What follows belongs to an exercise in optimizing a design on an open flow for small area; a production flow would make more cautious choices. The RTL was checked by simulation tests, not by an equivalence proof against the original design. Power figures rest on the tool's default switching activity, not on a simulated workload.

==> flow/design.v (excerpt) <==
module pulse_top (
	input  logic         clk,
	input  logic         reset,
	input  logic         load_req,
	output logic         load_ack,
	input  pulse_pkg::period_t      period,
	input  pulse_pkg::pulse_time_t  pump_width,
	input  pulse_pkg::pulse_time_t  pi_delay,
	input  pulse_pkg::pulse_time_t  pi_width,
	input  pulse_pkg::pulse_time_t  nut_delay,
	input  pulse_pkg::nut_width_t   nut_width,
	input  pulse_pkg::pulse_count_t pi_count,
	input  pulse_pkg::blank_delay_t blank_delay,
	input  pulse_pkg::pulse_time_t  blank_width,
	input  logic         pump_en,
	input  logic         nut_en,
	input  logic         blank_en,
	output logic         sync_on,    
	output logic         pulse_on,   
	output logic         inhib       
);
	logic         req_s1, req_s2, ack, pending;
	logic         capture, swap, pstart;
	logic [23:0]  sh_period;
	logic [15:0]  sh_pump_width, sh_pi_delay, sh_pi_width, sh_nut_delay, sh_blank_width;
	logic [7:0]   sh_nut_width, sh_pi_count, sh_blank_delay;
	logic         sh_pump_en, sh_nut_en, sh_blank_en;
	logic [23:0]  a_period;
	logic [15:0]  a_pw, a_pd, a_wd, a_nd, a_bw;
	logic [7:0]   a_nw, a_n, a_bd;
	logic         a_pen, a_nen, a_ben;
  ...
Size: about 17000 um^2 of cells after synthesis.
make LEC_CHECK=0 CAP_MARGIN=20 CORE_MARGIN=2 CORE_UTILIZATION=40 CTS_BUF_LIST=sky130_fd_sc_hd__clkbuf_8 CTS_CLUSTER_DIAMETER=60 CTS_CLUSTER_SIZE=20 SLEW_MARGIN=20 finish   # period 10.0 ns
run.sh (not shown) runs the stock make flow with config.mk's settings and CLKGATE_MAP_FILE= SYNTH_SCRIPT=/design/flow/synth_recipe.tcl, a recipe that flattens the netlist after the stock synthesis.
The starting point passed the timing, design-rule and antenna checks.
Rerun with:
--- a/flow/config.mk
+++ b/flow/config.mk
@@ -9,6 +9,3 @@
 export CORE_MARGIN = 2
 export CORE_UTILIZATION = 40
-export CTS_BUF_LIST = sky130_fd_sc_hd__clkbuf_8
-export CTS_CLUSTER_DIAMETER = 60
-export CTS_CLUSTER_SIZE = 20
 export SLEW_MARGIN = 20
Effect: The new run finished clean. Design area rises by 2.3%. Clock-buffer cell count came out higher by 12. First-iteration DRC count went up by 1.8%. Routed wire length is higher by 0.99%. Power increases by 14%. Hold slack is about the same. Cell count grows by 0.35%. Core utilization went up by 1.1 points.

* * *

Setup of job 8173:
pulse_top, a different RTL version from the one above (not shown whole).
Size: ~1200 cells after synthesis, roughly 350 flip-flops, roughly 15000 um2 of cells after synthesis.
clock: 10.0 ns
lec_check: 0
cap_margin: 0
core_margin: 2
core_utilization: 65
slew_margin: 0
standard.sh (not shown) runs the stock make flow with config.mk's settings and CLKGATE_MAP_FILE= SYNTH_SCRIPT=/design/flow/synth_recipe.tcl, a recipe that flattens the netlist after the stock synthesis.
==> flow/flow/run.sh <==
#!/bin/bash
# The standard ORFS layout with three changes:
#  - synthesis maps logic with an area-oriented ABC script (flow/abc_area.script),
#  - port buffers use the smallest buffer cell,
#  - clock tree with clkbuf_8 clusters and no dummy loads.
set -euo pipefail
here=$(pwd)
export AREA_ABC_SCRIPT="$here/flow/abc_area.script"
export BUFFER_PORTS_ARGS="-buffer_cell sky130_fd_sc_hd__buf_1"
export CTS_ARGS="-sink_clustering_enable -repair_clock_nets -buf_list sky130_fd_sc_hd__clkbuf_8 -sink_clustering_size 16 -sink_clustering_max_diameter 60 -dont_use_dummy_load"
cat flow/abc_override.tcl synth_recipe.tcl > area_synth.tcl
sed "s|SYNTH_SCRIPT=[^ ]*|SYNTH_SCRIPT=$here/area_synth.tcl|" standard.sh > area_standard.sh
bash area_standard.sh finish > orfs_make.log 2>&1
==> flow/flow/abc_area.script <==
strash
dc2
dch -f
amap -F 3 -A 8
topo
==> flow/flow/abc_override.tcl <==
# Technology mapping with an area-oriented ABC script instead of ORFS's delay-oriented one.
# Only the final mapping call changes: registers are mapped before it, as in the standard synthesis.
proc abc {args} {
  set i [lsearch -exact $args -script]
  if { $i >= 0 } {
    lset args [expr { $i + 1 }] $::env(AREA_ABC_SCRIPT)
  }
  yosys abc {*}$args
}
Looking at the reports, job 8173 completed the entire flow and the layout it produced met the timing, design-rule and antenna checks.
Relative to job 8173, the following input files were edited for job 5762:
Settings: CAP_MARGIN changed from 0 to 20; SLEW_MARGIN changed from 0 to 20.
==> flow/flow/abc_area.script <==
strash
dc2
dch -f
dch -f
amap -F 3 -A 8
topo
--- outcome ---
Cells: job 5762 has fewer instances than job 8173
Compare job 5762 and job 8173 | post-synthesis share of cell area spent on and, or, nand and nor gates lower: job 5762
Route | job 5762 vs job 8173 | wire longer in job 5762
Compared with job 8173, in job 5762 layout-stage area growth over the synthesis result saw an increase; minimum period implied by the final worst setup slack saw an increase.
Job 5762 against job 8173; cell area is down slightly.
Between job 5762 and job 8173, it is job 5762 whose combinational group share of total power is higher, by 0.7 points.
[inputs] job 3344 vs job 5762
Settings: swapping 65 for 72 in CORE_UTILIZATION.
### Flow results
Clock buffer instance count of the final layout: job 3344 < job 5762. Going from job 5762 to job 3344, the largest stage delay on the critical path was found to have gone down by 0.03 ns. Delta (job 3344 minus job 5762): overall routing resource usage up 3.3 points, multi-input logic portion of the cell area flat, combinational share of power flat. Note that the total length of routed met3 wires recorded for job 3344 amounts to 1.3 times the value seen in job 5762.
### job 3344 -> job 1752
Settings: CORE_UTILIZATION now 65, was 72.
==> flow/flow/abc_area.script <==
strash
dc2
dch -f
amap -F 3 -A 8
topo
[summary]
Job 1752 finished end to end and its layout was clean on timing, DRC and antenna. Power density over the cells in job 1752 vs job 3344: down about 0.7%. Sort job 1752 and job 3344 by non-clock buffer count, descending, and job 3344 comes first. Total non-filler cell area in the finished layout ended up 150 um2 higher on job 1752 than on job 3344.

## static timing again, ports no longer ideal
The results above use ideal ports. As a check the final layouts listed here were re-extracted and re-timed, cells and wires unchanged. Step 1: set_driving_cell puts a clkbuf_16 on clk and a buf_2 on each other input, an assumption about the parent block. Step 2, shift: input delay + t, output delay - t, t = (earliest + latest rising clock arrival at the registers) / 2. This alone moves slack from input paths to output paths. Three values: no drivers, after step 1, after step 2; two values: the first two.
| run | t (ns) | setup WS [ns] | hold slack, ns | worst register clock-pin slew, ns | worst slew at a driven data input, ns |
|---|---|---|---|---|---|
| the first run of note 1 | 0.660 | 1.217 / 1.217 / 1.217 | 0.441 / 0.441 / 0.441 | 0.12 / 0.12 | 0.06 |
| the second run of note 1 | 0.611 | 1.243 / 1.243 / 1.243 | 0.443 / 0.443 / 0.443 | 0.06 / 0.06 | 0.06 |
| job 8173 | 0.619 | 2.037 / 2.037 / 2.037 | 0.442 / 0.442 / 0.442 | 0.10 / 0.10 | 0.04 |
| job 5762 | 0.618 | 1.856 / 1.856 / 1.856 | 0.405 / 0.405 / 0.405 | 0.10 / 0.10 | 0.04 |
| job 3344 | 0.606 | 1.889 / 1.889 / 1.889 | 0.454 / 0.454 / 0.454 | 0.10 / 0.10 | 0.04 |
| job 1752 | 0.619 | 2.037 / 2.037 / 2.037 | 0.442 / 0.442 / 0.442 | 0.10 / 0.10 | 0.04 |
After both steps setup and hold are still met in every run listed.
